Background: an optimization exercise with open tools, aiming at small area, a short achievable clock period and few clock cycles per item. Do not read the settings as production practice. Only simulation tests tie the RTL to the original design; equivalence was not proved. No activity file was given, so power comes from the tool's default toggle rates.

$ cat flow/config.mk
export PLATFORM = sky130hd
export DESIGN_NAME = sorted_priority_queue
export DESIGN_NICKNAME = sorted_priority_queue
export VERILOG_FILES = /design/flow/design.v
export SDC_FILE = /design/flow/constraint.sdc
export NUM_CORES = 4
export LEC_CHECK = 0
export ABC_CLOCK_PERIOD_IN_PS = 2000
export CAP_MARGIN = 20
export CORE_MARGIN = 2
export CORE_UTILIZATION = 60
export CTS_CLUSTER_DIAMETER = 80
export CTS_CLUSTER_SIZE = 25
export PLACE_DENSITY = 0.7
export SETUP_SLACK_MARGIN = 2.7
export SLEW_MARGIN = 20
export TNS_END_PERCENT = 5
$ cat flow/constraint.sdc
create_clock -name core_clock -period 5.0 [get_ports {clk_i}]
set_input_delay 1.0000 -clock core_clock [delete_from_list [all_inputs] [get_ports {clk_i}]]
set_output_delay 1.0000 -clock core_clock [all_outputs]
set_load 0.01 [all_outputs]
$ cat flow/design.v
package spq_pkg;
  localparam int unsigned DEPTH      = 16;
  localparam int unsigned DATA_WIDTH = 32;
  localparam int unsigned PRIO_WIDTH = 16;
  localparam int unsigned CNT_W      = $clog2(DEPTH + 1);
  localparam int unsigned CMD_W      = 2;
  localparam int unsigned PAYLOAD_W  = 32;
  localparam int unsigned PRIO_IN_W  = 16;
  localparam int unsigned DOUT_W     = 32;
  localparam int unsigned COUNT_W    = 5;
  localparam int unsigned STATUS_W   = 2;
  localparam logic [CMD_W-1:0] CMD_INSERT = 2'd0;
  localparam logic [CMD_W-1:0] CMD_REMOVE = 2'd1;
  localparam logic [CMD_W-1:0] CMD_PEEK   = 2'd2;
  localparam logic [STATUS_W-1:0] ST_OK    = 2'd0;
  localparam logic [STATUS_W-1:0] ST_FULL  = 2'd1;
  localparam logic [STATUS_W-1:0] ST_EMPTY = 2'd2;
  typedef struct packed {
    logic        [DATA_WIDTH-1:0] payload;
    logic signed [PRIO_WIDTH-1:0] prio;
  } entry_t;
  typedef struct packed {
    logic insert;
    logic remove;
  } cell_ctrl_t;
endpackage
module spq_cell (
  input  logic                clk_i,
  input  logic                we_i,
  input  spq_pkg::entry_t     new_entry_i,
  output logic [spq_pkg::DATA_WIDTH-1:0] payload_o,
  output logic                le_o
);
  localparam int unsigned W = spq_pkg::PRIO_WIDTH;
  spq_pkg::entry_t entry_q;
  logic [W-1:0]    a, b;
  assign a = {~entry_q.prio[W-1], entry_q.prio[W-2:0]};
  assign b = {~new_entry_i.prio[W-1], new_entry_i.prio[W-2:0]};
  logic [W-1:0]   g0, p0;
  logic [W/2-1:0] g1, p1;
  logic [W/4-1:0] g2, p2;
  logic [W/8-1:0] g3, p3;
  assign g0 = b & ~a;
  assign p0 = b | ~a;
  for (genvar k = 0; k < W/2; k++) begin : g_l1
    assign g1[k] = g0[2*k+1] | (p0[2*k+1] & g0[2*k]);
    assign p1[k] = g0[2*k+1] | (p0[2*k+1] & p0[2*k]);
  end
  for (genvar k = 0; k < W/4; k++) begin : g_l2
    assign g2[k] = g1[2*k+1] | (p1[2*k+1] & g1[2*k]);
    assign p2[k] = g1[2*k+1] | (p1[2*k+1] & p1[2*k]);
  end
  for (genvar k = 0; k < W/8; k++) begin : g_l3
    assign g3[k] = g2[2*k+1] | (p2[2*k+1] & g2[2*k]);
    assign p3[k] = g2[2*k+1] | (p2[2*k+1] & p2[2*k]);
  end
  assign le_o = g3[1] | (p3[1] & p3[0]);
  always_ff @(posedge clk_i) begin
    if (we_i) entry_q <= new_entry_i;
  end
  assign payload_o = entry_q.payload;
endmodule
module sorted_priority_queue (
  input  logic                                clk_i,
  input  logic                                rst_ni,
  input  logic                                start,
  output logic                                busy,
  input  logic [spq_pkg::CMD_W-1:0]           cmd_i,
  input  logic [spq_pkg::PAYLOAD_W-1:0]       payload_i,
  input  logic signed [spq_pkg::PRIO_IN_W-1:0] priority_req_i,
  output logic                                done_o,
  output logic [spq_pkg::DOUT_W-1:0]          data_out_o,
  output logic [spq_pkg::COUNT_W-1:0]         count_o,
  output logic [spq_pkg::STATUS_W-1:0]        status_o
);
  localparam int unsigned Depth = spq_pkg::DEPTH;
  localparam int unsigned CntW  = spq_pkg::CNT_W;
  localparam int unsigned IdxW  = $clog2(Depth);
  logic                           accept;
  logic                           full, empty;
  logic                           ins1, rem1, rd1;
  spq_pkg::entry_t                new_entry;
  logic [spq_pkg::DATA_WIDTH-1:0] slot_pay [Depth];
  logic [Depth-1:0]               slot_le;
  logic [Depth-1:0]               slot_we;
  logic [CntW-1:0]                count_q, count_d;
  logic                           full_q, empty_q;
  logic [spq_pkg::STATUS_W-1:0]   status_d;
  logic                           done2_q;
  logic                           ins2_q, rem2_q, rd2_q;
  logic [Depth-1:0]               le_q;
  logic [spq_pkg::STATUS_W-1:0]   status2_q;
  logic [IdxW-1:0]                order_q [Depth];
  logic [IdxW-1:0]                order_d [Depth];
  logic [Depth-1:0]               ahead;
  logic                           done_q;
  logic [spq_pkg::DOUT_W-1:0]     data_q;
  logic [spq_pkg::STATUS_W-1:0]   status_q;
  logic [CntW-1:0]                count_out_q;
  logic                           start_q;
  logic [spq_pkg::CMD_W-1:0]      cmd_q;
  logic [spq_pkg::PAYLOAD_W-1:0]  payload_q;
  logic [spq_pkg::PRIO_IN_W-1:0]  prio_q;
  assign busy   = 1'b0;
  always_ff @(posedge clk_i or negedge rst_ni) begin
    if (!rst_ni) begin
      start_q <= 1'b0;
    end else begin
      start_q <= start && !busy;
    end
  end
  always_ff @(posedge clk_i) begin
    cmd_q     <= cmd_i;
    payload_q <= payload_i;
    prio_q    <= priority_req_i;
  end
  assign accept = start_q;
  assign full   = full_q;
  assign empty  = empty_q;
  assign new_entry.payload = spq_pkg::DATA_WIDTH'(payload_q);
  assign new_entry.prio    = spq_pkg::PRIO_WIDTH'(prio_q);
  always_comb begin
    ins1     = 1'b0;
    rem1     = 1'b0;
    rd1      = 1'b0;
    count_d  = count_q;
    status_d = spq_pkg::ST_OK;
    if (accept) begin
      unique case (cmd_q)
        spq_pkg::CMD_INSERT: begin
          if (full) begin
            status_d = spq_pkg::ST_FULL;
          end else begin
            ins1    = 1'b1;
            count_d = count_q + 1'b1;
          end
        end
        spq_pkg::CMD_REMOVE, spq_pkg::CMD_PEEK: begin
          if (empty) begin
            status_d = spq_pkg::ST_EMPTY;
          end else begin
            rd1 = 1'b1;
            if (cmd_q == spq_pkg::CMD_REMOVE) begin
              rem1    = 1'b1;
              count_d = count_q - 1'b1;
            end
          end
        end
        default: begin
        end
      endcase
    end
  end
  for (genvar j = 0; j < Depth; j++) begin : g_slot
    logic at_last, at_next, at_front;
    assign at_last  = (order_q[Depth-1] == IdxW'(j));
    assign at_next  = (order_q[Depth-2] == IdxW'(j));
    assign at_front = (order_q[0] == IdxW'(j));
    assign slot_we[j] = !full && ((ins2_q && at_next) || (rem2_q && at_front) ||
                                  (!ins2_q && !rem2_q && at_last));
    spq_cell u_cell (
      .clk_i       (clk_i),
      .we_i        (slot_we[j]),
      .new_entry_i (new_entry),
      .payload_o   (slot_pay[j]),
      .le_o        (slot_le[j])
    );
  end
  always_ff @(posedge clk_i or negedge rst_ni) begin
    if (!rst_ni) begin
      count_q  <= '0;
      full_q   <= 1'b0;
      empty_q  <= 1'b1;
      done2_q  <= 1'b0;
      ins2_q   <= 1'b0;
      rem2_q   <= 1'b0;
      rd2_q    <= 1'b0;
    end else begin
      count_q  <= count_d;
      full_q   <= (count_d == CntW'(Depth));
      empty_q  <= (count_d == '0);
      done2_q  <= accept;
      ins2_q   <= ins1;
      rem2_q   <= rem1;
      rd2_q    <= rd1;
    end
  end
  always_ff @(posedge clk_i) begin
    le_q      <= slot_le;
    status2_q <= status_d;
  end
  for (genvar i = 0; i < Depth; i++) begin : g_pos
    assign ahead[i] = le_q[order_q[i]] && (count_out_q > CntW'(i));
    logic prev_ahead;
    if (i == 0) begin : g_first
      assign prev_ahead = 1'b1;
    end else begin : g_rest
      assign prev_ahead = ahead[i-1];
    end
    always_comb begin
      order_d[i] = order_q[i];
      if (ins2_q) begin
        if (!ahead[i]) begin
          if (prev_ahead) begin
            order_d[i] = order_q[Depth-1];
          end else begin
            order_d[i] = order_q[(i+Depth-1) % Depth];
          end
        end
      end else if (rem2_q) begin
        order_d[i] = order_q[(i+1) % Depth];
      end
    end
    always_ff @(posedge clk_i) begin
      if (!rst_ni) begin
        order_q[i] <= IdxW'(i);
      end else begin
        order_q[i] <= order_d[i];
      end
    end
  end
  always_ff @(posedge clk_i or negedge rst_ni) begin
    if (!rst_ni) begin
      done_q <= 1'b0;
    end else begin
      done_q <= done2_q;
    end
  end
  always_ff @(posedge clk_i) begin
    data_q      <= rd2_q ? spq_pkg::DOUT_W'(slot_pay[order_q[0]]) : '0;
    status_q    <= status2_q;
    count_out_q <= count_q;
  end
  assign done_o     = done_q;
  assign data_out_o = data_q;
  assign status_o   = status_q;
  assign count_o    = spq_pkg::COUNT_W'(count_out_q);
endmodule
$ cat flow/run.sh
#!/bin/bash
# synth_recipe.tcl (not shown) runs the flow's synth.tcl, then flattens the netlist and writes it again
# the make line also repeats each setting of config.mk as NAME=value (left out here)
make -C /OpenROAD-flow-scripts/flow DESIGN_CONFIG=/design/flow/config.mk WORK_HOME=/design/flow/orfs CLKGATE_MAP_FILE= SYNTH_SCRIPT=/design/flow/synth_recipe.tcl finish
==> results.ini, run 1 <==
[cts]
cts.path.max_buffers=3
htreeDepth=2
clock-sinks=952
clk_pin_slew_worst_paths_ns=0.10
clock-root-buffer=sky130_fd_sc_hd__clkbuf_16
clock_latency_on_the_worst_skew_pair_ns=0.66
tritoncts=done
cts-buffers-inserted=49

[critical_path]
buffers_and_inverters_on_the_worst_path=1
timing.critical_path.cells=clkdlybuf4s50_1
setup.worst_path.start_class=flip-flop
critPathMaxFanout=1
max_stage_delay_ns=0.54
required_time_reported_for_the_critical_path_endpoint_ns=4.00
timing.critical_path.max_delay_family=buffers and inverters
cp_data_arrival_time_ns=1.52
critical_path.slowest_cell=sky130_fd_sc_hd__clkdlybuf4s50_1
setup.reg_to_reg.worst_slack_ns=2.48
critPathCaptureType=primary output
path_class=reg -> out

[floorplanning]
y_dimension_of_the_die_um=265
fp-row-count=95
initial_utilization=0.606
die_area_um2=70100
die_span_in_x_um=265
num_io_pins=94
floorplan.core_area_um2=67300

[synthesis]
synth-seq-area-share=0.657
post_synthesis_register_bit_count=952
synth.largest_area_cell=sky130_fd_sc_hd__edfxtp_1
synthTopCellsByArea=sky130_fd_sc_hd__edfxtp_1, sky130_fd_sc_hd__dfxtp_1, sky130_fd_sc_hd__maj3_1
yosys_most_used_dff=sky130_fd_sc_hd__edfxtp_1
synth-edff-count=768
post-synth-top-area-fraction=0.565
netlist_instances=2980
synth_async_sr_flop_share=0.0137
yosysUniqueCellTypes=109
post_synth_instance_area_um2=40800
mappedNetlistNets=3038
yosys_warnings=7
post_synthesis_area_per_instance_um2=13.7

[global_route]
grt_use_total=0.342
first_global_vias=27300
grt_max_degree=52
grt_pass1_wl_mm=178
grt_overflow=0
antenna_found_initial=4

[sta]
rsz0062_at_grt=yes
setup-violations-final=0
max_slew_margin=0.263
slew_viol_final=0
finalSetupTns_ns=0
final.min_clock_period_ns=2.52
worst_slew_pin_slew_ns=1.10
final.setup.worst_slack_ns=2.48
finalCritPeriodShare=0.505
fin_worst_skew_ns=0.0440
hold_viol=0
clock.fmax_mhz=396

[cells_and_area]
final_cell_mix=sky130_fd_sc_hd__edfxtp_1, sky130_fd_sc_hd__nor2_1, sky130_fd_sc_hd__maj3_1, sky130_fd_sc_hd__dfxtp_1, sky130_fd_sc_hd__nand2_1
most_common_cell_after_layout_fill_and_taps_aside=sky130_fd_sc_hd__edfxtp_1
syn_to_final_growth_pct=13.8
layout-drive-gt1-share=0.167
final_nets=3171

[detailed_routing]
drc=0
postRouteWirelength_mm=124
detail_route.wl_per_cell_um=30.9
route.detailed.vias_per_inst=7.13
detail_route.iter0.violations=4554
route.vias.total=28700
drt-pass1-iter-count=7
antenna_left=0

[run_status]
outcome=complete, no violations

[pwr]
cellLeakagePower_nw=15.3
ir_worst_vdd_mv=0.397
power_per_cell_area_nw_per_um2=384

[placement]
numPortBuffers=92
dp_hpwl_mm=70.2
place_congestion=0.907
pre_cts_ws_ns=1.46

[run]
max_cap_viol_count=0

[min_path]
min-delay-path-class=in -> async

-- state kept, by name, summed over array words and instances, names as in the netlist --
register and count:
full_q 1, payload_q 32, data_q 32, done_q 1, g_slot.u_cell.entry_q 768, count_q 5
prio_q 16, status2_q 2, rd2_q 1, ins2_q 1, empty_q 1, status_q 2
rem2_q 1, count_out_q 5, cmd_q 2, order_q 64, le_q 16, done2_q 1
start_q 1
-- power by group --
| group | switching (W) | leakage [nW] | internal [W] |
|---|---|---|---|
| registers | 0.000588 | 8.56 | 0.00922 |
| logic | 0.00205 | 6.03 | 0.00141 |
| clock network | 0.00261 | 0.741 | 0.00195 |
-- area by class of cell --
type	instances	area, µm²
clock inverter	17	218
fill	4608	20800
multi-input combinational	1743	13600
tap	873	1090
clock buffer	74	1330
sequential	952	27000
antenna	2	5.00
timing repair inverter	2	12.5
inverter	87	375
timing repair buffer	278	2880
-- cells by family after synthesis --
| group | Yosys count | synth area share |
|---|---|---|
| AO/OA/AOI/OAI | 786 | 0.143 |
| adder cells (fa/ha/maj) | 141 | 0.0349 |
| buffers and inverters | 288 | 0.0280 |
| flip-flops | 952 | 0.657 |
| multiplexers | 161 | 0.0547 |
| other | 1 | 0.0000919 |
| AND/OR/NAND/NOR | 651 | 0.0819 |
-- metal layers --
metal | share of wire | GRT usage
met1 | 0.38 | 0.486
met2 | 0.45 | 0.521
met5 | 0.00036 | 0
met4 | 0.044 | 0.136
met3 | 0.13 | 0.0739
-- cells in the mapped netlist (all sizes together), types with 81 or more instances --
master  number
a21oi      106
a22oi      109
clkbuf     149
dfxtp      171
edfxtp     768
maj3       136
mux2i       81
nand2      126
nor2       176
nor2b       91
o21ai      111
-- repair_timing --
action                     4_1_cts  5_1_grt
cloned                           5        9
buffers inserted                35       50
hold buffers                     0        0
resized for setup              122      175
setup endpoints to repair      922      866
pin swaps                       14       20
-- stage by stage --
stage	utilization	instances	power, W	hold WS (ns)	instance area, µm²
floorplan	-	2980	0.0117	0.310	41100
global placement	0.639	3836	0.0128	0.310	43000
detailed placement	0.639	3836	0.0129	0.316	43000
CTS	0.672	3967	0.0174	0.284	45200
global route	0.690	4026	0.0183	0.310	46400
finish	0.690	4028	0.0178	0.290	46400
-- worst paths after layout --
path / startpoint / cells after the start / to
min in group core_clock: status2_q[1]$_SDFF_PN0_ / 0 / status_q[1]$_DFF_P_
worst max register to register: order_q[15][1]$_SDFFE_PN1P_ / 6 / g_slot[3].u_cell.entry_q[0]$_DFFE_PP_
worst max-delay path: data_q[5]$_SDFF_PN0_ / 1 / data_out_o[5]
worst min register to register: status2_q[1]$_SDFF_PN0_ / 0 / status_q[1]$_DFF_P_
worst min-delay path: rst_ni / 1 / full_q$_DFF_PN0_
max in group asynchronous: rst_ni / 2 / rem2_q$_DFF_PN0_
Testbench counts, summed over its fixed seeds: cycles 16,016, items 16,000.
==> run 2, diff against run 1 <==
==> flow/flow/run.sh (new file) <==
#!/bin/bash
# Layout flow: the standard flow (standard synthesis unchanged), with the
# port buffers made of plain buf_4 cells instead of the delay cells that
# buffer_ports picks by default. Every input and output port still gets its
# buffer; nothing else changes.
set -uo pipefail
export BUFFER_PORTS_ARGS="-buffer_cell sky130_fd_sc_hd__buf_4"
bash standard.sh finish > standard_flow.log 2>&1
status=$?
tail -n 20 standard_flow.log
exit $status
==> flow/standard.sh (new file) <==
#!/bin/bash
# synth_recipe.tcl (not shown) runs the flow's synth.tcl, then flattens the netlist and writes it again
# the make line also repeats each setting of config.mk as NAME=value (left out here)
make -C /OpenROAD-flow-scripts/flow DESIGN_CONFIG=/design/flow/config.mk WORK_HOME=/design/flow/orfs CLKGATE_MAP_FILE= SYNTH_SCRIPT=/design/flow/synth_recipe.tcl "${@:-finish}"
--- a/flow/config.mk
+++ b/flow/config.mk
@@ -9,9 +9,8 @@
 export CAP_MARGIN = 20
 export CORE_MARGIN = 2
-export CORE_UTILIZATION = 60
+export CORE_UTILIZATION = 40
 export CTS_CLUSTER_DIAMETER = 80
 export CTS_CLUSTER_SIZE = 25
-export PLACE_DENSITY = 0.7
-export SETUP_SLACK_MARGIN = 2.7
+export SETUP_SLACK_MARGIN = 2.8
 export SLEW_MARGIN = 20
 export TNS_END_PERCENT = 5
removed: flow/run.sh
==> results.ini, run 2 <==
[placement]
numPlacedInstances=4326
dp_hpwl_mm=72.5
pre_cts_ws_ns=1.32
place_congestion=0.895
numPortBuffers=92
placement.cell_area_um2=43400

[detailed_routing]
antenna_left=0
route.vias.total=28600
route.detailed.vias_per_inst=6.26
drt-pass1-iter-count=8
postRouteWirelength_mm=132
drc=0
detail_route.iter0.violations=4219
detail_route.wl_per_cell_um=28.9

[cells_and_area]
area_taken_by_flip_flops_and_latches_um2=27000
layout-drive-gt1-share=0.210
largest_register_ffs=768
largest_registers_in_the_final_layout=g_slot.u_cell.entry_q: 768 flops, order_q: 64 flops
most_common_cell_after_layout_fill_and_taps_aside=sky130_fd_sc_hd__edfxtp_1
largest-register=g_slot.u_cell.entry_q
syn_to_final_growth_pct=16.5
final_cell_mix=sky130_fd_sc_hd__edfxtp_1, sky130_fd_sc_hd__buf_4, sky130_fd_sc_hd__nor2_1, sky130_fd_sc_hd__maj3_1, sky130_fd_sc_hd__dfxtp_1
fill_cells=8756
post_layout_instance_count_excluding_filler_cells=4567
design_area_final_um2=47500
multi_input_area_um2=13600
final_nets=3215

[global_route]
grt_use_total=0.243
grt_pass1_wl_mm=188
grt_overflow=0
grt_max_degree=58
first_global_vias=27500
antenna_found_initial=2

[run_status]
outcome=complete, no violations

[cts]
clock-root-buffer=sky130_fd_sc_hd__clkbuf_16
tritoncts=done
clk_pin_slew_worst_paths_ns=0.10
htreeDepth=2
clock-sinks=952
post_cts_hold_buffer_count=0
cts.path.max_buffers=3
clock_latency_on_the_worst_skew_pair_ns=0.69
cts-buffers-inserted=50

[critical_path]
path_class=reg -> reg
critPathMaxFanout=9
required_time_reported_for_the_critical_path_endpoint_ns=5.56
setup.worst_path.start_class=flip-flop
critical_path.startpoint=order_q[14][1]$_SDFFE_PN1P_
critPathCaptureType=flip-flop
crit-reg2reg-launch=order_q[14][1]$_SDFFE_PN1P_
cp_data_arrival_time_ns=2.90

[min_path]
hold_start=status2_q[0]$_SDFF_PN0_
min-delay-path-class=reg -> reg

[synthesis]
synth-edff-count=768
netlist_instances=2980
yosys_warnings=7
synth-seq-area-share=0.657
post_synth_instance_area_um2=40800
mappedNetlistNets=3038
post_synthesis_register_bit_count=952
synth.top_cells.by_count=sky130_fd_sc_hd__edfxtp_1, sky130_fd_sc_hd__nor2_1, sky130_fd_sc_hd__dfxtp_1
synth_async_sr_flop_share=0.0137
synth.largest_area_cell=sky130_fd_sc_hd__edfxtp_1
yosys_most_used_dff=sky130_fd_sc_hd__edfxtp_1
yosysUniqueCellTypes=109
post_synthesis_area_per_instance_um2=13.7
synth.most_common_cell=sky130_fd_sc_hd__edfxtp_1
post-synth-top-area-fraction=0.565
synthTopCellsByArea=sky130_fd_sc_hd__edfxtp_1, sky130_fd_sc_hd__dfxtp_1, sky130_fd_sc_hd__maj3_1

[sta]
hold_slack_ns=0.332
slew_viol_final=0
hold_viol=0
rsz0062_at_grt=yes
final.min_clock_period_ns=2.35
finalSetupTns_ns=0
max_slew_margin=0.445
fin_worst_skew_ns=0.0517
setup-violations-final=0
clock.fmax_mhz=426
finalCritPeriodShare=0.469
worst_slew_pin_slew_ns=0.831
final.setup.worst_slack_ns=2.65

[floorplanning]
floorplan.core_area_um2=101000
initial_utilization=0.402
fp-row-count=117
die_area_um2=105000
die_span_in_x_um=323
num_io_pins=94
y_dimension_of_the_die_um=323

[pwr]
power_per_cell_area_nw_per_um2=381
ir_worst_vdd_mv=0.281
cellLeakagePower_nw=15.6

[run]
max_cap_viol_count=0

-- run 2: path summary, 6_finish.rpt --
kind	end	slack [ns]	cells past startpoint
setup / recovery	order_q[14][1]$_SDFFE_PN1P_	2.65	6
hold / removal	status_q[0]$_DFF_P_	0.33	0
setup reg to reg	order_q[14][1]$_SDFFE_PN1P_	2.65	6
hold reg to reg	status_q[0]$_DFF_P_	0.33	0
max in group asynchronous	rem2_q$_DFF_PN0_	3.92	2
min in group asynchronous	count_q[3]$_DFF_PN0_	0.51	2
-- run 2: final cells by class --
type | count | area share
Sequential cell | 952 | 0.567
Multi-Input combinational cell | 1744 | 0.286
Timing Repair Buffer | 321 | 0.0683
Tap cell | 1368 | 0.0360
Clock buffer | 73 | 0.0284
Inverter | 87 | 0.00785
Clock inverter | 18 | 0.00585
Timing Repair inverter | 1 | 0.000158
Antenna cell | 3 | 0.000158
-- run 2: critical path: stages, from the launching register on --
cell                       delay, ns
sky130_fd_sc_hd__dfxtp_1        0.57
sky130_fd_sc_hd__nand2b_1       0.20
sky130_fd_sc_hd__o22a_1         0.26
sky130_fd_sc_hd__a211oi_1       0.61
sky130_fd_sc_hd__nor3_2         0.18
sky130_fd_sc_hd__or2_0          0.24
sky130_fd_sc_hd__a21o_1         0.18
-- run 2: metal layers --
layer  up-vias  global-route usage  wire length, µm
met5         -                   0                0
met4         0              0.0825             4620
met1     14400               0.338            53500
met2      1754               0.384            60500
li1      12100                   -                -
met3       299              0.0435            13500
-- run 2: kinds of logic (layout without fill, tap and decap cells) --
logic type | count (synthesis) | count (layout) | synth area share
buffers and inverters | 288 | 500 | 0.0280
flip-flops | 952 | 952 | 0.657
adder cells (fa/ha/maj) | 141 | 141 | 0.0349
AO/OA/AOI/OAI | 786 | 787 | 0.143
other | 1 | 4 | 0.0000919
AND/OR/NAND/NOR | 651 | 654 | 0.0819
multiplexers | 161 | 161 | 0.0547
-- run 2: per-stage QoR --
| stage | util | total power [W] |
|---|---|---|
| floorplan | - | 0.0117 |
| global placement | 0.428 | 0.0128 |
| detailed placement | 0.428 | 0.0129 |
| CTS | 0.456 | 0.0178 |
| global route | 0.468 | 0.0187 |
| finish | 0.468 | 0.0181 |
-- run 2: power breakdown --
group,switching (W),internal [W],total [W]
Sequential,0.000601,0.00922,0.00982
Combinational,0.00209,0.00145,0.00354
Clock,0.00275,0.00199,0.00474
-- run 2: repair_timing --
item / CTS / global route
buffers inserted: 64 / 64
setup endpoints to repair: 904 / 895
endpoints found under the hold margin: 0 / 0
gates cloned: 9 / 10
pin swaps: 16 / 24
gates resized for setup: 150 / 146
==> run 3, diff against run 2 <==
--- a/flow/design.v
+++ b/flow/design.v
@@ -94,4 +94,7 @@
   logic [IdxW-1:0]                order_d [Depth];
   logic [Depth-1:0]               ahead;
+  logic [Depth-1:0]               front_q, front_d;
+  logic [Depth-1:0]               last_dec, second_dec;
+  logic [spq_pkg::DATA_WIDTH-1:0] front_pay;
   logic                           done_q;
   logic [spq_pkg::DOUT_W-1:0]     data_q;
@@ -156,5 +159,5 @@
     assign at_last  = (order_q[Depth-1] == IdxW'(j));
     assign at_next  = (order_q[Depth-2] == IdxW'(j));
-    assign at_front = (order_q[0] == IdxW'(j));
+    assign at_front = front_q[j];
     assign slot_we[j] = !full && ((ins2_q && at_next) || (rem2_q && at_front) ||
                                   (!ins2_q && !rem2_q && at_last));
@@ -191,5 +194,9 @@
   end
   for (genvar i = 0; i < Depth; i++) begin : g_pos
-    assign ahead[i] = le_q[order_q[i]] && (count_out_q > CntW'(i));
+    if (i == 0) begin : g_front
+      assign ahead[i] = |(le_q & front_q) && (count_out_q != '0);
+    end else begin : g_other
+      assign ahead[i] = le_q[order_q[i]] && (count_out_q > CntW'(i));
+    end
     logic prev_ahead;
     if (i == 0) begin : g_first
@@ -220,4 +227,29 @@
     end
   end
+  for (genvar j = 0; j < Depth; j++) begin : g_dec
+    assign last_dec[j]   = (order_q[Depth-1] == IdxW'(j));
+    assign second_dec[j] = (order_q[1] == IdxW'(j));
+  end
+  always_comb begin
+    front_d = front_q;
+    if (ins2_q) begin
+      if (!ahead[0]) front_d = last_dec;
+    end else if (rem2_q) begin
+      front_d = second_dec;
+    end
+  end
+  always_ff @(posedge clk_i) begin
+    if (!rst_ni) begin
+      front_q <= Depth'(1);
+    end else begin
+      front_q <= front_d;
+    end
+  end
+  always_comb begin
+    front_pay = '0;
+    for (int j = 0; j < Depth; j++) begin
+      front_pay = front_pay | (slot_pay[j] & {spq_pkg::DATA_WIDTH{front_q[j]}});
+    end
+  end
   always_ff @(posedge clk_i or negedge rst_ni) begin
     if (!rst_ni) begin
@@ -228,5 +260,5 @@
   end
   always_ff @(posedge clk_i) begin
-    data_q      <= rd2_q ? spq_pkg::DOUT_W'(slot_pay[order_q[0]]) : '0;
+    data_q      <= rd2_q ? spq_pkg::DOUT_W'(front_pay) : '0;
     status_q    <= status2_q;
     count_out_q <= count_q;
==> results.ini, run 3 <==
[synthesis]
netlist_instances=2943
yosys_warnings=7
post-synth-top-area-fraction=0.567
synth.most_common_cell=sky130_fd_sc_hd__edfxtp_1
post_synth_instance_area_um2=40700
post_synthesis_area_per_instance_um2=13.8
mappedNetlistNets=3001
synth.top_cells.by_count=sky130_fd_sc_hd__edfxtp_1, sky130_fd_sc_hd__a22oi_1, sky130_fd_sc_hd__dfxtp_1
post_synthesis_register_bit_count=968
synthTopCellsByArea=sky130_fd_sc_hd__edfxtp_1, sky130_fd_sc_hd__dfxtp_1, sky130_fd_sc_hd__a22oi_1
synth-edff-count=768
synth-seq-area-share=0.667
synth_async_sr_flop_share=0.0134
yosys_most_used_dff=sky130_fd_sc_hd__edfxtp_1
synth.largest_area_cell=sky130_fd_sc_hd__edfxtp_1
yosysUniqueCellTypes=89

[cells_and_area]
design_area_final_um2=47300
final_cell_mix=sky130_fd_sc_hd__edfxtp_1, sky130_fd_sc_hd__buf_4, sky130_fd_sc_hd__a22oi_1, sky130_fd_sc_hd__dfxtp_1, sky130_fd_sc_hd__nor2_1
fin_util=0.471
syn_to_final_growth_pct=16.2
final_nets=3137
largest_register_ffs=768
largest_registers_in_the_final_layout=g_slot.u_cell.entry_q: 768 flops, order_q: 64 flops
multi_input_area_um2=13200
most_common_cell_after_layout_fill_and_taps_aside=sky130_fd_sc_hd__edfxtp_1
post_layout_instance_count_excluding_filler_cells=4479
fill_cells=8719
area_taken_by_flip_flops_and_latches_um2=27300
layout-drive-gt1-share=0.210
largest-register=g_slot.u_cell.entry_q

[min_path]
min-delay-path-class=reg -> reg
hold_start=status2_q[0]$_SDFF_PN0_

[critical_path]
cp_data_arrival_time_ns=2.94
required_time_reported_for_the_critical_path_endpoint_ns=5.60
setup.worst_path.start_class=flip-flop
crit-reg2reg-launch=prio_q[14]$_DFF_P_
critical_path.slowest_cell=sky130_fd_sc_hd__a211oi_1
critPathCaptureType=flip-flop
critPathMaxFanout=21
timing.critical_path.cells=buf_4 -> nor2b_1 -> maj3_1 -> a211oi_1 -> o211ai_1 -> nand2_1
max_stage_delay_ns=0.55
path_class=reg -> reg
critical_path.startpoint=prio_q[14]$_DFF_P_

[detailed_routing]
route.detailed.vias_per_inst=6.16
antenna_left=0
drc=0
drt-pass1-iter-count=6
detail_route.iter0.violations=3622
detail_route.wl_per_cell_um=27.5
postRouteWirelength_mm=123
route.vias.total=27600

[sta]
max_slew_margin=0.300
slew_viol_final=0
hold_viol=0
finalCritPeriodShare=0.468
worst_slew_pin_slew_ns=1.05
rsz0062_at_grt=yes
finalSetupTns_ns=0
fin_worst_skew_ns=0.0689
final.min_clock_period_ns=2.34
clock.fmax_mhz=428
setup-violations-final=0

[cts]
clock_latency_on_the_worst_skew_pair_ns=0.73
tritoncts=done
clk_pin_slew_worst_paths_ns=0.08
cts-buffers-inserted=51
clock-sinks=968
htreeDepth=2
cts.path.max_buffers=3
post_cts_hold_buffer_count=0
clock-root-buffer=sky130_fd_sc_hd__clkbuf_16

[global_route]
grt_pass1_wl_mm=177
grt_max_degree=69
grt_overflow=0
first_global_vias=26500
grt_use_total=0.228
antenna_found_initial=1

[pwr]
totalPowerFinal_w=0.0189
ir_worst_vdd_mv=0.389
power_per_cell_area_nw_per_um2=400
cellLeakagePower_nw=15.4

[floorplanning]
floorplan.core_area_um2=100000
fp-row-count=116
die_area_um2=104000
y_dimension_of_the_die_um=323
die_span_in_x_um=323
initial_utilization=0.405
num_io_pins=94

[placement]
placement.cell_area_um2=43100
numPortBuffers=92
place_congestion=0.870
numPlacedInstances=4254
dp_hpwl_mm=63.3

[run]
max_cap_viol_count=0

[run_status]
outcome=complete, no violations

## run 3: changes by cell type after synthesis, moves of 22 or more
cell,change
sky130_fd_sc_hd__nand2_1,-30
sky130_fd_sc_hd__maj3_1,-27
sky130_fd_sc_hd__a22oi_1,+79
sky130_fd_sc_hd__a222oi_1,-43
sky130_fd_sc_hd__nor2_1,-60
sky130_fd_sc_hd__a31oi_1,-27
sky130_fd_sc_hd__o21a_1,+44
sky130_fd_sc_hd__nand3_1,+22
## run 3: repair_timing
action | CTS | global route
pin swaps | 7 | 35
endpoints found under the setup margin | 877 | 744
gates resized for setup | 161 | 167
cloned | 11 | 6
setup buffers | 67 | 45
## run 3: routing by layer
metal  routed length [µm]  global-route usage  up-vias
li1                     -                   -    11900
met1                52100               0.320    14100
met2                58100               0.367     1342
met3                 9450              0.0306      231
met4                 3530              0.0741        2
met5                   13                   0        -
## run 3: kinds of logic (layout without fill, tap and decap cells)
logic type | after synthesis | after routing | share of synthesized area
XOR/XNOR | 1 | 1 | 0.000215
flip-flops | 968 | 968 | 0.667
buffers and inverters | 282 | 459 | 0.0278
adder cells (fa/ha/maj) | 133 | 133 | 0.0336
multiplexers | 138 | 138 | 0.0466
AO/OA/AOI/OAI | 848 | 849 | 0.152
AND/OR/NAND/NOR | 572 | 572 | 0.0724
other | 1 | 2 | 0.0000922
## run 3: layout make-up
type / instances / share of cell area
Clock inverter: 18 / 0.00574
Inverter: 65 / 0.00622
Timing Repair inverter: 4 / 0.000635
Sequential cell: 968 / 0.577
Tap cell: 1357 / 0.0359
Clock buffer: 77 / 0.0295
Antenna cell: 1 / 0.0000529
Timing Repair Buffer: 295 / 0.0664
Multi-Input combinational cell: 1694 / 0.278
## run 3: per-stage QoR
stage | hold WS [ns] | setup WS, ns
5_1_grt | 0.352 | 2.61
2_1_floorplan | 0.310 | 2.49
4_1_cts | 0.336 | 2.68
6_report | 0.332 | 2.66
3_3_place_gp | 0.313 | 1.73
3_5_place_dp | 0.315 | 1.61
## run 3: worst paths after layout
kind                                         to  slack, ns  depth (start not counted)
setup / recovery                le_q[9]$_DFF_P_       2.66                          6
hold / removal              status_q[0]$_DFF_P_       0.33                          0
setup reg to reg                le_q[9]$_DFF_P_       2.66                          6
hold reg to reg             status_q[0]$_DFF_P_       0.33                          0
max in group asynchronous      ins2_q$_DFF_PN0_       3.88                          2
min in group asynchronous  count_q[2]$_DFF_PN0_       0.50                          2
## run 3: where the power goes
group | internal, W | switching (W)
Sequential | 0.00948 | 0.000587
Combinational | 0.00167 | 0.00235
Clock | 0.00205 | 0.00276
Total | 0.0132 | 0.00569
## run 3: critical path, delay by kind of cell, from the launching register on
| kind | cells | cell delay, ns |
|---|---|---|
| DFF | 1 | 0.52 |
| and+or+nand+nor | 2 | 0.20 |
| AOI/OAI and AO/OA | 2 | 0.92 |
| adders and majority gates | 1 | 0.39 |
| buffers and inverters | 1 | 0.25 |
Testbench counts of run 3, summed over its fixed seeds: cycles 16,016, items 16,000.
==> run 4, diff against run 3 <==
--- a/flow/config.mk
+++ b/flow/config.mk
@@ -14,3 +14,3 @@
 export SETUP_SLACK_MARGIN = 2.8
 export SLEW_MARGIN = 20
-export TNS_END_PERCENT = 5
+export TNS_END_PERCENT = 25
==> results.ini, run 4 <==
[floorplanning]
die_span_in_x_um=323
fp-row-count=116
y_dimension_of_the_die_um=323
initial_utilization=0.405
die_area_um2=104000
floorplan.core_area_um2=100000
num_io_pins=94

[cts]
cts-buffers-inserted=50
post_cts_hold_buffer_count=0
clock-root-buffer=sky130_fd_sc_hd__clkbuf_16
clk_pin_slew_worst_paths_ns=0.10
htreeDepth=2
clock-sinks=968
tritoncts=done
cts.path.max_buffers=3
clock_latency_on_the_worst_skew_pair_ns=0.71

[sta]
fin_worst_skew_ns=0.0756
clock.fmax_mhz=426
max_slew_margin=0.314
final.min_clock_period_ns=2.35
rsz0062_at_grt=yes
hold_viol=0
finalSetupTns_ns=0
worst_slew_pin_slew_ns=1.03
slew_viol_final=0
finalCritPeriodShare=0.469
setup-violations-final=0

[critical_path]
setup.reg_to_reg.worst_slack_ns=2.65
worstRegToRegCells=8
setup.worst_path.start_class=flip-flop
required_time_reported_for_the_critical_path_endpoint_ns=5.57
critPathMaxFanout=7
path_class=reg -> reg
crit-reg2reg-launch=le_q[15]$_DFF_P_
cp_data_arrival_time_ns=2.92
rr_endpoint=order_q[15][3]$_SDFFE_PN1P_
critPathCaptureType=flip-flop

[detailed_routing]
detail_route.iter0.violations=3204
drt-pass1-iter-count=6
route.detailed.vias_per_inst=6.25
antenna_left=0
drc=0
detail_route.wl_per_cell_um=28.2
route.vias.total=28100
postRouteWirelength_mm=127

[min_path]
min-delay-path-class=reg -> reg
hold_start=status2_q[0]$_SDFF_PN0_
holdPathEnd=status_q[0]$_DFF_P_
hold_path_cells=0

[synthesis]
synth.most_common_cell=sky130_fd_sc_hd__edfxtp_1
synth-seq-area-share=0.667
yosys_most_used_dff=sky130_fd_sc_hd__edfxtp_1
mappedNetlistNets=3001
synth-edff-count=768
synthTopCellsByArea=sky130_fd_sc_hd__edfxtp_1, sky130_fd_sc_hd__dfxtp_1, sky130_fd_sc_hd__a22oi_1
post_synth_instance_area_um2=40700
yosysUniqueCellTypes=89
netlist_instances=2943
yosys_warnings=7
synth_async_sr_flop_share=0.0134
post-synth-top-area-fraction=0.567
synth.top_cells.by_count=sky130_fd_sc_hd__edfxtp_1, sky130_fd_sc_hd__a22oi_1, sky130_fd_sc_hd__dfxtp_1
post_synthesis_area_per_instance_um2=13.8
synth.largest_area_cell=sky130_fd_sc_hd__edfxtp_1
post_synthesis_register_bit_count=968

[run_status]
outcome=complete, no violations

[cells_and_area]
final_nets=3155
largest_register_ffs=768
fin_util=0.475
largest_registers_in_the_final_layout=g_slot.u_cell.entry_q: 768 flops, order_q: 64 flops
layout-drive-gt1-share=0.218
syn_to_final_growth_pct=17.2
multi_input_area_um2=13400
final_cell_mix=sky130_fd_sc_hd__edfxtp_1, sky130_fd_sc_hd__buf_4, sky130_fd_sc_hd__a22oi_1, sky130_fd_sc_hd__dfxtp_1
area_taken_by_flip_flops_and_latches_um2=27300
largest-register=g_slot.u_cell.entry_q
most_common_cell_after_layout_fill_and_taps_aside=sky130_fd_sc_hd__edfxtp_1
fill_cells=8689

[pwr]
power_per_cell_area_nw_per_um2=398
ir_worst_vdd_mv=0.266
cellLeakagePower_nw=15.6

[global_route]
grt_use_total=0.234
grt_pass1_wl_mm=182
first_global_vias=27200
grt_overflow=0
antenna_found_initial=1
grt_max_degree=69

[placement]
dp_hpwl_mm=64.3
place_congestion=0.892
numPortBuffers=92

[run]
max_cap_viol_count=0

run 4: metal layers:
layer / part of all wire / wire length, µm / track usage
met1: 0.41 / 52000 / 0.323
met2: 0.47 / 59800 / 0.379
met3: 0.084 / 10600 / 0.0347
met4: 0.036 / 4560 / 0.0809
met5: 0 / 0 / 0
run 4: kinds of logic after synthesis:
family,Yosys count,share of synthesized area
flops,968,0.667
compound gates,848,0.152
simple gates,572,0.0724
buf+inv,282,0.0278
mux,138,0.0466
fa+ha+maj,133,0.0336
other cells,1,0.0000922
xor+xnor,1,0.000215
run 4: worst max-delay path by stage:
stage	from	end	slack, ns	cells past startpoint
4_1_cts	count_out_q[4]$_DFF_P_	count_o[4]	2.68	2
3_5_place_dp	order_q[15][2]$_SDFFE_PN1P_	g_slot[6].u_cell.entry_q[36]$_DFFE_PP_	1.48	5
6_report	le_q[15]$_DFF_P_	order_q[15][3]$_SDFFE_PN1P_	2.65	8
5_1_grt	ins2_q$_DFF_PN0_	order_q[15][3]$_SDFFE_PN1P_	2.60	9
2_1_floorplan	front_q[15]$_SDFFE_PN0P_	g_slot[15].u_cell.entry_q[0]$_DFFE_PP_	2.49	5
3_3_place_gp	order_q[15][2]$_SDFFE_PN1P_	g_slot[6].u_cell.entry_q[36]$_DFFE_PP_	1.60	5
run 4: metrics by stage:
stage	instance area, µm²	setup slack, ns	hold slack (ns)	total power (W)	instances
final	47700	2.65	0.335	0.0190	4497
after global routing	47700	2.60	0.346	0.0196	4496
after CTS	46400	2.68	0.337	0.0185	4444
after floorplan	40900	2.49	0.310	0.0121	2943
after global placement	43200	1.60	0.318	0.0133	4258
after detailed placement	43200	1.48	0.320	0.0134	4259
run 4: cell type report:
| cell class | count | area share |
|---|---|---|
| Timing Repair inverter | 1 | 0.000157 |
| Antenna cell | 1 | 0.0000525 |
| Clock inverter | 18 | 0.00577 |
| Timing Repair Buffer | 312 | 0.0711 |
| Inverter | 65 | 0.00585 |
| Clock buffer | 76 | 0.0287 |
| Multi-Input combinational cell | 1699 | 0.280 |
| Tap cell | 1357 | 0.0356 |
| Sequential cell | 968 | 0.573 |
run 4: critical path, cell delays in order (launching register included):
cell                      delay, ns
sky130_fd_sc_hd__dfxtp_4       0.39
sky130_fd_sc_hd__buf_12        0.16
sky130_fd_sc_hd__mux4_2        0.46
sky130_fd_sc_hd__mux2_4        0.28
sky130_fd_sc_hd__a22oi_2       0.20
sky130_fd_sc_hd__o31ai_4       0.13
sky130_fd_sc_hd__buf_6         0.15
sky130_fd_sc_hd__or3_1         0.35
sky130_fd_sc_hd__o31a_1        0.12
run 4: report_power, final:
group | switching (W) | total, W | internal, W | leakage, nW
Combinational | 0.00243 | 0.00412 | 0.00169 | 6.09
Clock | 0.00276 | 0.00482 | 0.00206 | 0.780
Sequential | 0.000565 | 0.0100 | 0.00948 | 8.69
run 4: repair_timing:
item,4_1_cts,5_1_grt
pin swaps,23,36
gates cloned,19,7
endpoints found under the setup margin,876,777
resized for setup,165,193
buffers inserted,72,45
==> run 5, diff against run 4 <==
--- a/flow/config.mk
+++ b/flow/config.mk
@@ -12,5 +12,5 @@
 export CTS_CLUSTER_DIAMETER = 80
 export CTS_CLUSTER_SIZE = 25
-export SETUP_SLACK_MARGIN = 2.8
+export SETUP_SLACK_MARGIN = 3.0
 export SLEW_MARGIN = 20
 export TNS_END_PERCENT = 25
==> results.ini, run 5 <==
[placement]
numPortBuffers=92
dp_hpwl_mm=64.3
place_congestion=0.892
placement.cell_area_um2=43200
numPlacedInstances=4259

[global_route]
first_global_vias=27400
grt_use_total=0.238
grt_max_degree=69
grt_pass1_wl_mm=185
grt_overflow=0
antenna_found_initial=4

[cells_and_area]
post_layout_instance_count_excluding_filler_cells=4594
most_common_cell_after_layout_fill_and_taps_aside=sky130_fd_sc_hd__edfxtp_1
final_cell_mix=sky130_fd_sc_hd__edfxtp_1, sky130_fd_sc_hd__buf_4, sky130_fd_sc_hd__a22oi_1, sky130_fd_sc_hd__dfxtp_1, sky130_fd_sc_hd__maj3_1
num_antenna_cells=0
largest_registers_in_the_final_layout=g_slot.u_cell.entry_q: 768 flops, order_q: 64 flops
design_area_final_um2=49800
fill_cells=8439
largest_register_ffs=768
final_nets=3253
layout-drive-gt1-share=0.256
syn_to_final_growth_pct=22.4
largest-register=g_slot.u_cell.entry_q

[sta]
hold_slack_ns=0.332
fin_worst_skew_ns=0.0754
worst_slew_pin_slew_ns=1.04
finalCritPeriodShare=0.464
hold_viol=0
max_slew_margin=0.307
final.min_clock_period_ns=2.32
finalSetupTns_ns=0
slew_viol_final=0
rsz0062_at_grt=yes
clock.fmax_mhz=431
setup-violations-final=0

[detailed_routing]
route.vias.total=29100
antenna_left=0
drt-pass1-iter-count=6
detail_route.iter0.violations=3787
route.detailed.vias_per_inst=6.32
detail_route.wl_per_cell_um=29.2
drc=0
postRouteWirelength_mm=134

[critical_path]
cp_data_arrival_time_ns=2.69
critPathCaptureType=flip-flop
path_class=reg -> reg
timing.critical_path.max_delay_family=simple AND/OR/NAND/NOR gates
buffers_and_inverters_on_the_worst_path=3
max_stage_delay_ns=0.54
setup.worst_path.start_class=flip-flop
timing.critical_path.cells=or2_4 -> buf_6 -> nor3_4 -> a22oi_2 -> a21oi_4 -> buf_12 -> buf_4
critPathMaxFanout=13
critical_path.slowest_cell=sky130_fd_sc_hd__dfrtp_4
required_time_reported_for_the_critical_path_endpoint_ns=5.37

[run_status]
outcome=complete, no violations

[synthesis]
yosysUniqueCellTypes=89
synth_async_sr_flop_share=0.0134
yosys_warnings=7
netlist_instances=2943
synthTopCellsByArea=sky130_fd_sc_hd__edfxtp_1, sky130_fd_sc_hd__dfxtp_1, sky130_fd_sc_hd__a22oi_1
yosys_most_used_dff=sky130_fd_sc_hd__edfxtp_1
synth.top_cells.by_count=sky130_fd_sc_hd__edfxtp_1, sky130_fd_sc_hd__a22oi_1, sky130_fd_sc_hd__dfxtp_1
post_synthesis_register_bit_count=968
synth.largest_area_cell=sky130_fd_sc_hd__edfxtp_1
post_synthesis_area_per_instance_um2=13.8
synth.most_common_cell=sky130_fd_sc_hd__edfxtp_1
synth-seq-area-share=0.667
synth-edff-count=768
post-synth-top-area-fraction=0.567
post_synth_instance_area_um2=40700
mappedNetlistNets=3001

[cts]
clk_pin_slew_worst_paths_ns=0.10
clock-root-buffer=sky130_fd_sc_hd__clkbuf_16
clock_latency_on_the_worst_skew_pair_ns=0.71
post_cts_hold_buffer_count=0
htreeDepth=2
tritoncts=done
cts-buffers-inserted=50
clock-sinks=968
cts.path.max_buffers=3

[run]
max_cap_viol_count=0

[floorplanning]
floorplan.core_area_um2=100000
y_dimension_of_the_die_um=323
die_span_in_x_um=323
die_area_um2=104000
num_io_pins=94
initial_utilization=0.405
fp-row-count=116

[pwr]
cellLeakagePower_nw=16.4
power_per_cell_area_nw_per_um2=392
ir_worst_vdd_mv=0.264

[min_path]
min-delay-path-class=reg -> reg

==> run 5: per-stage QoR <==
stage | power [W] | setup slack, ns | utilization
after CTS | 0.0187 | 2.68 | 0.469
after global placement | 0.0133 | 1.60 | 0.430
after detailed placement | 0.0134 | 1.48 | 0.430
final | 0.0195 | 2.68 | 0.496
after global routing | 0.0201 | 2.66 | 0.496
after floorplan | 0.0121 | 2.49 | -
==> run 5: cells by family (layout without fill, tap and decap cells) <==
family	Yosys count	in the layout	synth area share
adders and majority gates	133	133	0.0336
other	1	1	0.0000922
and+or+nand+nor	572	572	0.0724
xor gates and xnor gates	1	1	0.000215
buffers and inverters	282	570	0.0278
DFF	968	968	0.667
muxes	138	138	0.0466
AOI/OAI and AO/OA	848	854	0.152
==> run 5: layout make-up <==
type | instances | area [µm²] | area share
Sequential cell | 968 | 27300 | 0.549
Multi-Input combinational cell | 1699 | 13600 | 0.274
Timing Repair Buffer | 410 | 5220 | 0.105
Tap cell | 1357 | 1700 | 0.0341
Clock buffer | 76 | 1370 | 0.0275
Inverter | 65 | 279 | 0.00560
Clock inverter | 18 | 275 | 0.00553
Timing Repair inverter | 1 | 7.51 | 0.000151
==> run 5: worst reg2reg max path: cells and delay by family, from the launching register on <==
family                 cells  cell delay [ns]
AOI/OAI and AO/OA          2             0.32
DFF                        1             0.54
buffers and inverters      3             0.55
and+or+nand+nor            2             0.56
==> run 5: what timing repair did <==
item                       4_1_cts  5_1_grt
buffers inserted                91       89
pin swaps                       27       74
cloned                          30       31
setup endpoints to repair      908      907
resized for setup              212      336
==> run 5: path summary, 6_finish.rpt <==
path	from	end	slack [ns]	depth (start not counted)
min	status2_q[0]$_SDFF_PN0_	status_q[0]$_DFF_P_	0.33	0
min reg2reg	status2_q[0]$_SDFF_PN0_	status_q[0]$_DFF_P_	0.33	0
max reg2reg	ins2_q$_DFF_PN0_	g_slot[0].u_cell.entry_q[23]$_DFFE_PP_	2.68	7
max in group asynchronous	rst_ni	rem2_q$_DFF_PN0_	3.90	2
max	ins2_q$_DFF_PN0_	g_slot[0].u_cell.entry_q[23]$_DFFE_PP_	2.68	7
min in group asynchronous	rst_ni	done_q$_DFF_PN0_	0.48	2
==> run 5: report_power, final <==
| group | internal [W] | switching (W) |
|---|---|---|
| combinational | 0.00201 | 0.00262 |
| sequential | 0.00948 | 0.000567 |
| clock | 0.00206 | 0.00277 |
| total | 0.0135 | 0.00596 |
==> run 5: metal layers <==
metal | wire length, µm | global-route usage | part of all wire | up-vias
met2 | 62700 | 0.387 | 0.47 | 1747
met4 | 5130 | 0.0816 | 0.038 | 4
met3 | 13000 | 0.0326 | 0.097 | 324
li1 | - | - | - | 12200
met1 | 53000 | 0.329 | 0.40 | 14800
met5 | 27 | 0 | 0.00020 | -
==> run 6, diff against run 5 <==
--- a/flow/config.mk
+++ b/flow/config.mk
@@ -12,5 +12,5 @@
 export CTS_CLUSTER_DIAMETER = 80
 export CTS_CLUSTER_SIZE = 25
-export SETUP_SLACK_MARGIN = 3.0
+export SETUP_SLACK_MARGIN = 2.8
 export SLEW_MARGIN = 20
-export TNS_END_PERCENT = 25
+export TNS_END_PERCENT = 100
==> results.ini, run 6 <==
[sta]
finalSetupTns_ns=0
setup-violations-final=0
worst_slew_pin_slew_ns=1.06
finalCritPeriodShare=0.478
hold_slack_ns=0.338
max_slew_margin=0.295
clock.fmax_mhz=419
final.min_clock_period_ns=2.39
rsz0062_at_grt=yes
fin_worst_skew_ns=0.0463
hold_viol=0
slew_viol_final=0

[synthesis]
yosys_warnings=7
synth.most_common_cell=sky130_fd_sc_hd__edfxtp_1
synth_async_sr_flop_share=0.0134
synth.largest_area_cell=sky130_fd_sc_hd__edfxtp_1
netlist_instances=2943
post-synth-top-area-fraction=0.567
synthTopCellsByArea=sky130_fd_sc_hd__edfxtp_1, sky130_fd_sc_hd__dfxtp_1, sky130_fd_sc_hd__a22oi_1
post_synthesis_area_per_instance_um2=13.8
synth-seq-area-share=0.667
synth.top_cells.by_count=sky130_fd_sc_hd__edfxtp_1, sky130_fd_sc_hd__a22oi_1, sky130_fd_sc_hd__dfxtp_1
yosys_most_used_dff=sky130_fd_sc_hd__edfxtp_1
synth-edff-count=768
post_synthesis_register_bit_count=968
mappedNetlistNets=3001
post_synth_instance_area_um2=40700
yosysUniqueCellTypes=89

[floorplanning]
floorplan.core_area_um2=100000
die_area_um2=104000
num_io_pins=94
die_span_in_x_um=323
initial_utilization=0.405
y_dimension_of_the_die_um=323
fp-row-count=116

[critical_path]
required_time_reported_for_the_critical_path_endpoint_ns=5.57
critPathCaptureType=flip-flop
path_class=reg -> reg
critPathMaxFanout=2
setup.worst_path.start_class=flip-flop
cp_data_arrival_time_ns=2.96

[cells_and_area]
layout-drive-gt1-share=0.273
design_area_final_um2=50400
area_taken_by_flip_flops_and_latches_um2=27300
final_nets=3274
most_common_cell_after_layout_fill_and_taps_aside=sky130_fd_sc_hd__edfxtp_1
syn_to_final_growth_pct=23.9
largest_registers_in_the_final_layout=g_slot.u_cell.entry_q: 768 flops, order_q: 64 flops
multi_input_area_um2=13800
num_antenna_cells=0
fill_cells=8417
largest_register_ffs=768
largest-register=g_slot.u_cell.entry_q
final_cell_mix=sky130_fd_sc_hd__edfxtp_1, sky130_fd_sc_hd__buf_4, sky130_fd_sc_hd__a22oi_1, sky130_fd_sc_hd__dfxtp_1, sky130_fd_sc_hd__maj3_1

[detailed_routing]
route.detailed.vias_per_inst=6.28
detail_route.iter0.violations=3607
postRouteWirelength_mm=138
route.vias.total=29000
antenna_left=0
drc=0
drt-pass1-iter-count=6
detail_route.wl_per_cell_um=29.8

[placement]
dp_hpwl_mm=64.5
placement.cell_area_um2=43200
place_congestion=0.868
numPortBuffers=92

[run]
max_cap_viol_count=0

[cts]
tritoncts=done
clock-sinks=968
clk_pin_slew_worst_paths_ns=0.10
clock-root-buffer=sky130_fd_sc_hd__clkbuf_16
cts-buffers-inserted=52
cts.path.max_buffers=3
htreeDepth=2
post_cts_hold_buffer_count=0
clock_latency_on_the_worst_skew_pair_ns=0.73

[pwr]
cellLeakagePower_nw=16.7
ir_worst_vdd_mv=0.319
power_per_cell_area_nw_per_um2=397

[global_route]
grt_use_total=0.239
antenna_found_initial=1
grt_max_degree=70
grt_overflow=0
grt_pass1_wl_mm=184
first_global_vias=27200

[run_status]
outcome=complete, no violations

[min_path]
min-delay-path-class=reg -> reg

[run 6: path summary, 6_finish.rpt]
check / slack (ns) / end / from / depth (start not counted)
max: 2.61 / le_q[0]$_DFF_P_ / prio_q[10]$_DFF_P_ / 7
min: 0.34 / status_q[0]$_DFF_P_ / status2_q[0]$_SDFF_PN0_ / 0
max reg2reg: 2.61 / le_q[0]$_DFF_P_ / prio_q[10]$_DFF_P_ / 7
min reg2reg: 0.34 / status_q[0]$_DFF_P_ / status2_q[0]$_SDFF_PN0_ / 0
max in group asynchronous: 3.92 / ins2_q$_DFF_PN0_ / rst_ni / 1
min in group asynchronous: 0.42 / start_q$_DFF_PN0_ / rst_ni / 1
[run 6: final cells by class]
cell class	instances	area share
flip-flops and latches	968	0.542
multi-input cells	1697	0.274
repair buffers	430	0.109
well taps	1357	0.0337
clock buffers	76	0.0280
clock inverters	22	0.00757
inverters	65	0.00576
repair inverters	2	0.000298
[run 6: timing repair]
action,in CTS,in global routing
endpoints found under the setup margin,892,626
buffers inserted,113,78
cloned,20,46
pin swaps,52,89
resized for setup,300,259
[run 6: kinds of logic (layout without fill, tap and decap cells)]
group	Yosys count	after routing	share of synthesized area
DFF	968	968	0.667
AOI/OAI and AO/OA	848	851	0.152
and+or+nand+nor	572	573	0.0724
buffers and inverters	282	595	0.0278
muxes	138	138	0.0466
adders and majority gates	133	133	0.0336
other	1	1	0.0000922
xor gates and xnor gates	1	1	0.000215
[run 6: through the flow]
| step | power (W) | instances | setup slack (ns) | util |
|---|---|---|---|---|
| 2_1_floorplan | 0.0121 | 2943 | 2.49 | - |
| 3_3_place_gp | 0.0133 | 4261 | 1.38 | 0.430 |
| 3_5_place_dp | 0.0134 | 4262 | 1.63 | 0.430 |
| 4_1_cts | 0.0191 | 4493 | 2.60 | 0.475 |
| 5_1_grt | 0.0206 | 4617 | 2.53 | 0.502 |
| 6_report | 0.0200 | 4617 | 2.61 | 0.502 |
[run 6: power by group]
part,internal (W),total [W],switching [W]
combinational,0.00217,0.00494,0.00277
sequential,0.00948,0.0100,0.000571
clock,0.00220,0.00503,0.00283
total,0.0138,0.0200,0.00617
[run 6: metal layers]
metal  vias to the layer above  GRT usage  part of all wire
li1                      12200          -                 -
met1                     14800      0.326              0.39
met2                      1669      0.388              0.47
met3                       344     0.0354             0.095
met4                         0     0.0848             0.043
met5                         -          0                 0
[run 6: worst max-delay path, cell delays in order, from the launching register on]
cell and delay [ns]:
sky130_fd_sc_hd__dfxtp_4 0.38, sky130_fd_sc_hd__buf_12 0.13, sky130_fd_sc_hd__nor2b_4 0.11, sky130_fd_sc_hd__maj3_2 0.30
sky130_fd_sc_hd__maj3_2 0.32, sky130_fd_sc_hd__maj3_2 0.32, sky130_fd_sc_hd__maj3_2 0.31, sky130_fd_sc_hd__a221o_1 0.38
==> run 7, diff against run 6 <==
--- a/flow/design.v
+++ b/flow/design.v
@@ -101,26 +101,10 @@
   logic [spq_pkg::STATUS_W-1:0]   status_q;
   logic [CntW-1:0]                count_out_q;
-  logic                           start_q;
-  logic [spq_pkg::CMD_W-1:0]      cmd_q;
-  logic [spq_pkg::PAYLOAD_W-1:0]  payload_q;
-  logic [spq_pkg::PRIO_IN_W-1:0]  prio_q;
   assign busy   = 1'b0;
-  always_ff @(posedge clk_i or negedge rst_ni) begin
-    if (!rst_ni) begin
-      start_q <= 1'b0;
-    end else begin
-      start_q <= start && !busy;
-    end
-  end
-  always_ff @(posedge clk_i) begin
-    cmd_q     <= cmd_i;
-    payload_q <= payload_i;
-    prio_q    <= priority_req_i;
-  end
-  assign accept = start_q;
+  assign accept = start && !busy;
   assign full   = full_q;
   assign empty  = empty_q;
-  assign new_entry.payload = spq_pkg::DATA_WIDTH'(payload_q);
-  assign new_entry.prio    = spq_pkg::PRIO_WIDTH'(prio_q);
+  assign new_entry.payload = spq_pkg::DATA_WIDTH'(payload_i);
+  assign new_entry.prio    = spq_pkg::PRIO_WIDTH'(priority_req_i);
   always_comb begin
     ins1     = 1'b0;
@@ -130,5 +114,5 @@
     status_d = spq_pkg::ST_OK;
     if (accept) begin
-      unique case (cmd_q)
+      unique case (cmd_i)
         spq_pkg::CMD_INSERT: begin
           if (full) begin
@@ -144,5 +128,5 @@
           end else begin
             rd1 = 1'b1;
-            if (cmd_q == spq_pkg::CMD_REMOVE) begin
+            if (cmd_i == spq_pkg::CMD_REMOVE) begin
               rem1    = 1'b1;
               count_d = count_q - 1'b1;
--- a/flow/config.mk
+++ b/flow/config.mk
@@ -14,3 +14,3 @@
 export SETUP_SLACK_MARGIN = 2.8
 export SLEW_MARGIN = 20
-export TNS_END_PERCENT = 100
+export TNS_END_PERCENT = 25
==> results.ini, run 7 <==
[detailed_routing]
detail_route.iter0.violations=3225
route.vias.total=26900
antenna_left=0
detail_route.wl_per_cell_um=27.2
route.detailed.vias_per_inst=6.16
drc=0
drt-pass1-iter-count=6
postRouteWirelength_mm=119

[sta]
slew_viol_final=0
finalSetupTns_ns=0
max_slew_margin=0.491
clock.fmax_mhz=429
hold_slack_ns=0.337
final.min_clock_period_ns=2.33
worst_slew_pin_slew_ns=0.764
setup-violations-final=0
fin_worst_skew_ns=0.0371
hold_viol=0
rsz0062_at_grt=yes
finalCritPeriodShare=0.466

[synthesis]
post_synthesis_area_per_instance_um2=13.7
mappedNetlistNets=2999
yosys_warnings=7
post_synthesis_register_bit_count=917
synthTopCellsByArea=sky130_fd_sc_hd__edfxtp_1, sky130_fd_sc_hd__dfxtp_1, sky130_fd_sc_hd__a22oi_1
synth.most_common_cell=sky130_fd_sc_hd__edfxtp_1
synth.largest_area_cell=sky130_fd_sc_hd__edfxtp_1
synth_async_sr_flop_share=0.0131
synth-seq-area-share=0.650
post_synth_instance_area_um2=40100
yosysUniqueCellTypes=101
netlist_instances=2941
post-synth-top-area-fraction=0.574
synth.top_cells.by_count=sky130_fd_sc_hd__edfxtp_1, sky130_fd_sc_hd__a22oi_1, sky130_fd_sc_hd__clkbuf_1
synth-edff-count=768
yosys_most_used_dff=sky130_fd_sc_hd__edfxtp_1

[cells_and_area]
final_cell_mix=sky130_fd_sc_hd__edfxtp_1, sky130_fd_sc_hd__a22oi_1, sky130_fd_sc_hd__buf_4, sky130_fd_sc_hd__maj3_1, sky130_fd_sc_hd__nand2_1
most_common_cell_after_layout_fill_and_taps_aside=sky130_fd_sc_hd__edfxtp_1
fin_util=0.462
final_nets=3085
largest-register=g_slot.u_cell.entry_q
largest_registers_in_the_final_layout=g_slot.u_cell.entry_q: 768 flops, order_q: 64 flops, data_q: 32 flops
layout-drive-gt1-share=0.191
largest_register_ffs=768
syn_to_final_growth_pct=14.8
post_layout_instance_count_excluding_filler_cells=4365

[cts]
cts-buffers-inserted=49
post_cts_hold_buffer_count=0
clock-sinks=917
htreeDepth=2
clock-root-buffer=sky130_fd_sc_hd__clkbuf_16
clock_latency_on_the_worst_skew_pair_ns=0.68
tritoncts=done
cts.path.max_buffers=3
clk_pin_slew_worst_paths_ns=0.09

[critical_path]
worstRegToRegCells=6
setup.worst_path.start_class=flip-flop
cp_data_arrival_time_ns=1.33
critPathCaptureType=primary output
path_class=reg -> out
critPathMaxFanout=12
required_time_reported_for_the_critical_path_endpoint_ns=4.00

[pwr]
totalPowerFinal_w=0.0184
power_per_cell_area_nw_per_um2=399
cellLeakagePower_nw=14.9
ir_worst_vdd_mv=0.268

[floorplanning]
fp-row-count=116
die_area_um2=103000
floorplan.core_area_um2=99900
die_span_in_x_um=321
num_io_pins=94
y_dimension_of_the_die_um=321
initial_utilization=0.402

[placement]
place_congestion=0.853
dp_hpwl_mm=62.0
numPlacedInstances=4174
numPortBuffers=92

[run]
max_cap_viol_count=0

[global_route]
grt_overflow=0
grt_pass1_wl_mm=171
antenna_found_initial=2
grt_max_degree=77
first_global_vias=26100
grt_use_total=0.219

[run_status]
outcome=complete, no violations

[min_path]
min-delay-path-class=reg -> reg
hold_path_cells=0

run 7: cell types whose count changed after synthesis, moves of 15 or more:
cell / change
sky130_fd_sc_hd__dfxtp_1: -50
sky130_fd_sc_hd__maj3_2: -17
sky130_fd_sc_hd__maj3_1: +35
sky130_fd_sc_hd__mux4_1: +15
sky130_fd_sc_hd__a211oi_1: -15
sky130_fd_sc_hd__nand2_1: +44
sky130_fd_sc_hd__a21oi_1: -37
sky130_fd_sc_hd__nand2b_1: +19
sky130_fd_sc_hd__mux4_2: -17
sky130_fd_sc_hd__o21ai_0: -20
sky130_fd_sc_hd__nor2b_1: +35
run 7: worst paths after layout:
kind / endpoint / from / slack [ns]
setup / recovery: count_o[3] / count_out_q[3]$_DFF_P_ / 2.67
hold / removal: status_q[0]$_DFF_P_ / status2_q[0]$_SDFF_PN0_ / 0.34
min in group asynchronous: rd2_q$_DFF_PN0_ / rst_ni / 0.39
setup reg to reg: g_slot[4].u_cell.entry_q[37]$_DFFE_PP_ / rem2_q$_DFF_PN0_ / 2.72
hold reg to reg: status_q[0]$_DFF_P_ / status2_q[0]$_SDFF_PN0_ / 0.34
max in group asynchronous: ins2_q$_DFF_PN0_ / rst_ni / 4.06
run 7: layout make-up:
| class | count | area (µm²) |
|---|---|---|
| flip-flops and latches | 917 | 26200 |
| diodes | 1 | 2.50 |
| inverters | 72 | 323 |
| multi-input cells | 1731 | 13700 |
| well taps | 1298 | 1620 |
| clock buffers | 72 | 1310 |
| repair inverters | 6 | 42.5 |
| fillers | 8775 | 53700 |
| repair buffers | 250 | 2620 |
| clock inverters | 18 | 313 |
run 7: timing repair:
item	4_1_cts	5_1_grt
pin swaps	18	40
setup endpoints to repair	874	681
resized for setup	92	177
setup buffers	33	49
cloned	8	10
run 7: per-stage QoR:
stage          setup slack, ns  cell area (µm²)
2_1_floorplan             2.47            40500
3_3_place_gp              1.49            42400
3_5_place_dp              1.45            42400
4_1_cts                   2.58            44900
5_1_grt                   2.65            46100
6_report                  2.67            46100
run 7: worst max-delay path, cell delays in order, from the launching register on:
cell	delay, ns
sky130_fd_sc_hd__dfxtp_1	0.33
sky130_fd_sc_hd__buf_6	0.19
sky130_fd_sc_hd__buf_4	0.15
run 7: routing by layer:
metal  part of all wire  vias up  global-route usage
li1                   -    11700                   -
met1               0.42    13800               0.304
met2               0.48     1162               0.361
met3              0.070      200              0.0293
met4              0.028        4              0.0628
met5            0.00022        -                   0
run 7: cells by family after synthesis:
logic type,share of synthesized area
flops,0.650
compound gates,0.148
simple gates,0.0848
buf+inv,0.0301
fa+ha+maj,0.0380
mux,0.0485
other cells,0.0000934
xor+xnor,0.000218
run 7: where the power goes:
part / internal [W] / leakage, nW / switching, W / total, W
clock network: 0.00196 / 0.760 / 0.00266 / 0.00462
logic: 0.00165 / 5.92 / 0.00253 / 0.00418
registers: 0.00910 / 8.26 / 0.000503 / 0.00960
total: 0.0127 / 14.9 / 0.00569 / 0.0184
Testbench counts of run 7, summed over its fixed seeds: cycles 16,008, items 16,000.

==> what the ideal ports hide <==
How much do the figures lean on ideal ports? The routed layouts below were timed once more, with nothing changed but the port constraints.
Step 1 assumes that a clkbuf_16 drives the clock port and a buf_2 every other input.
Step 2 adds t to the input delays and takes it off the output delays; t is the mean of the earliest and latest rising clock arrival at the registers after step 1. Input paths then give back, and output paths get back, about the clock's delay inside the block.
Three values: ideal ports, drivers, drivers and shift; two values: the first two.
run | shift t [ns] | slack for setup (ns) | slew at the worst register clock pin (ns) | cell pins on the clock port's net
run 1 | 0.705 | 2.476 / 2.410 / 2.250 | 0.10 / 0.10 | 1
run 2 | 0.736 | 2.653 / 2.634 / 2.443 | 0.11 / 0.11 | 1
run 3 | 0.756 | 2.662 / 2.643 / 2.474 | 0.10 / 0.10 | 1
run 4 | 0.742 | 2.655 / 2.634 / 2.556 | 0.11 / 0.11 | 1
run 5 | 0.744 | 2.682 / 2.636 / 2.472 | 0.10 / 0.10 | 1
run 6 | 0.761 | 2.611 / 2.611 / 2.265 | 0.11 / 0.11 | 1
run 7 | 0.730 | 2.671 / 2.599 / 1.981 | 0.10 / 0.10 | 1
After both steps setup and hold are still met in every run listed. For run 7, which loses most, drivers alone change the setup slack by -0.072 ns; drivers and shift together by -0.690 ns.
